This is an optimization exercise on Yosys and OpenROAD, whose aim is a short achievable clock period and few clock cycles per item, not a production implementation.
Only simulation tests tie the RTL to the original design; equivalence was not proved.
Power and IR drop assume default switching activity.

== run A ==
## rotate_points_about_centroid_core
module rotate_points_about_centroid_core #(
  parameter int MaxVertices = 64
) (
  input  wire logic               clk,
  input  wire logic               rst,
  input  wire logic               cfg_we,
  input  wire logic               cfg_idx,
  input  wire logic [15:0]        cfg_data,
  input  wire logic               in_valid,
  output logic                    in_stall,
  input  wire logic signed [15:0] x_in,
  input  wire logic signed [15:0] y_in,
  input  wire logic               last_in,
  output logic                    out_valid,
  input  wire logic               out_stall,
  output logic signed [21:0]      x_out,
  output logic signed [21:0]      y_out,
  output logic                    last_out,
  output logic                    overflow
);
  localparam int NB = rpc_pkg::VBanks;
  localparam int VD = NB * 16;
  localparam int SA = rpc_pkg::SAddrW;
  localparam int SD = 1 << SA;
  localparam int Credits = 1 << rpc_pkg::OAddrW;
  function automatic logic [23:0] booth(input logic [15:0] c);
    logic [7:0] one, two, neg;
    logic b0, b1, b2;
    for (int j = 0; j < 8; j++) begin
      b0 = (j == 0) ? 1'b0 : c[2*j-1];
      b1 = c[2*j];
      b2 = c[2*j+1];
      one[j] = b1 ^ b0;
      two[j] = (b2 & ~b1 & ~b0) | (~b2 & b1 & b0);
      neg[j] = b2 & ~(b1 & b0);
    end
    booth = {one, two, neg};
  endfunction
  logic [7:0] c_one, c_two, c_neg, s_one, s_two, s_neg;
  always_ff @(posedge clk) begin
    if (rst) begin
      {c_one, c_two, c_neg} <= booth(16'd16384);
      {s_one, s_two, s_neg} <= booth(16'd0);
    end else if (cfg_we) begin
      if (cfg_idx == 1'b0) {c_one, c_two, c_neg} <= booth(cfg_data);
  ...
export LEC_CHECK = 0
export CAP_MARGIN = 20
export CORE_MARGIN = 2
export CORE_UTILIZATION = 40
export CTS_BUF_LIST = sky130_fd_sc_hd__clkbuf_8 sky130_fd_sc_hd__clkbuf_16
export CTS_CLUSTER_DIAMETER = 80
export CTS_CLUSTER_SIZE = 25
export SLEW_MARGIN = 20
create_clock -name core_clock -period 12.0 [get_ports {clk}]
standard.sh (not shown) runs the stock make flow with config.mk's settings and CLKGATE_MAP_FILE= SYNTH_SCRIPT=/design/flow/synth_recipe.tcl, a recipe that flattens the netlist after the stock synthesis.
==> flow/flow/run.sh <==
#!/bin/bash
# The standard ORFS layout (standard.sh, standard synthesis unchanged) in two parts:
#  1. synthesis to placement;
#  2. flow/adjust_place.tcl moves each output port's flip-flop next to its port buffer;
#  3. CTS, routing and finishing.
# Timing repair is asked for extra setup slack (SETUP_SLACK_MARGIN) so that it also shortens
# paths that already meet the 12 ns clock. The constraints (SDC) are the standard flow's, unchanged.
# Each tool's output goes to a log file of its own in this folder.
set -euo pipefail
M=SETUP_SLACK_MARGIN=8.3
bash standard.sh $M place > flow_make_place.log 2>&1
RES=$PWD/orfs/results/sky130hd/rotate_points_about_centroid_core/base FLOW_HOME=$FLOW_HOME \
  openroad -no_init -exit flow/adjust_place.tcl > flow_adjust_place.log 2>&1
bash standard.sh $M finish > flow_make_finish.log 2>&1
==> flow/flow/adjust_place.tcl <==
# Runs between ORFS placement and CTS: moves each output port's flip-flop next to the port's
# output buffer (shortening the register-to-port wire), legalizes, and rewrites 3_place.odb.
set plat $::env(FLOW_HOME)/platforms/sky130hd
read_lef $plat/lef/sky130_fd_sc_hd.tlef
read_lef $plat/lef/sky130_fd_sc_hd_merged.lef
read_liberty $plat/lib/sky130_fd_sc_hd__tt_025C_1v80.lib
set res $::env(RES)
read_db $res/3_place.odb
source [file dirname [info script]]/pull_ports.tcl
set_placement_padding -global -left 0 -right 0
detailed_placement
optimize_mirroring
puts "Placement violations [check_placement -verbose]."
write_db $res/3_place.odb
==> flow/flow/pull_ports.tcl <==
# Move each output port's flip-flop next to the port's output buffer, then legalize.
set block [ord::get_db_block]
set moved 0
foreach bterm [$block getBTerms] {
  if {[$bterm getIoType] != "OUTPUT"} { continue }
  set net [$bterm getNet]
  set buf ""
  foreach it [$net getITerms] { if {[$it isOutputSignal]} { set buf [$it getInst] } }
  if {$buf == ""} { continue }
  set n2 ""
  foreach it [$buf getITerms] { if {[$it isInputSignal]} { set n2 [$it getNet] } }
  if {$n2 == ""} { continue }
  set ff ""
  foreach it [$n2 getITerms] { if {[$it isOutputSignal]} { set ff [$it getInst] } }
  if {$ff == ""} { continue }
  if {![string match "*df*" [[$ff getMaster] getName]]} { continue }
  set loc [$buf getLocation]
  $ff setLocation [lindex $loc 0] [lindex $loc 1]
  incr moved
}
puts "moved $moved flip-flops next to their output buffers"
Every stage of the flow completed for run A, and the final layout passed the timing, DRC and antenna checks.
Testbench counts of run A, summed over its fixed seeds: cycles 6,082, items 5,504.
Inputs modified between run A and run B:
diff --git a/flow/config.mk b/flow/config.mk
--- a/flow/config.mk
+++ b/flow/config.mk
@@ -8,7 +8,8 @@
 export CAP_MARGIN = 20
 export CORE_MARGIN = 2
-export CORE_UTILIZATION = 40
+export CORE_UTILIZATION = 65
 export CTS_BUF_LIST = sky130_fd_sc_hd__clkbuf_8 sky130_fd_sc_hd__clkbuf_16
 export CTS_CLUSTER_DIAMETER = 80
 export CTS_CLUSTER_SIZE = 25
+export PLACE_DENSITY_LB_ADDON = 0.15
 export SLEW_MARGIN = 20
Results
Summary of run B over run A: total power saw a decrease, relative contribution of sequential cells to total power higher, smallest hold slack increased 0.0090 ns.
Inputs modified between run B and run C:
diff --git a/flow/config.mk b/flow/config.mk
--- a/flow/config.mk
+++ b/flow/config.mk
@@ -8,8 +8,8 @@
 export CAP_MARGIN = 20
 export CORE_MARGIN = 2
-export CORE_UTILIZATION = 65
+export CORE_UTILIZATION = 50
 export CTS_BUF_LIST = sky130_fd_sc_hd__clkbuf_8 sky130_fd_sc_hd__clkbuf_16
 export CTS_CLUSTER_DIAMETER = 80
 export CTS_CLUSTER_SIZE = 25
-export PLACE_DENSITY_LB_ADDON = 0.15
+export PLACE_DENSITY_LB_ADDON = 0.2
 export SLEW_MARGIN = 20
Results
Run C ran to completion and came out clean on the timing, DRC and antenna checks. Run B → run C: sequential share of layout area decreased 0.58 points; static power due to leakage increased 0.71 nW; count of clock-buffer cells in the layout increased 8.9%. Summary of run C over run B: total placed cells including tap cells up 6.9%; vias after detailed routing decreased 3453; number of logic stages on the critical path including buffering moved down; full die area now sits higher.

[re-timing with driven ports]
The flow's constraints put no driver on any port. The routed layouts listed below were extracted and timed again, unchanged, in two steps.
Step 1 (the two cells are an assumption about what drives the block):
set clk [get_ports {clk}]
set_driving_cell -lib_cell sky130_fd_sc_hd__clkbuf_16 $clk
set_driving_cell -lib_cell sky130_fd_sc_hd__buf_2 [delete_from_list [all_inputs] $clk]
Step 2 moves the port delays by t, midway between the first and last clock arrival at a register: inputs arrive t later, outputs are due t later. That takes back most of the time a late clock gives input paths.
Slacks: no drivers / after step 1 / after step 2; pairs: no drivers / after step 1.
run	shift t [ns]	setup slack, ns	worst setup path after step 2
run A	1.155	8.072 / 7.951 / 7.234	input to register
run B	1.087	7.941 / 7.941 / 7.397	input to register
run C	1.109	8.055 / 8.025 / 7.171	input to register
After both steps setup and hold are still met in every run listed. The setup slack of run C, which loses most, moves by -0.030 ns with the drivers and by -0.884 ns with both steps.
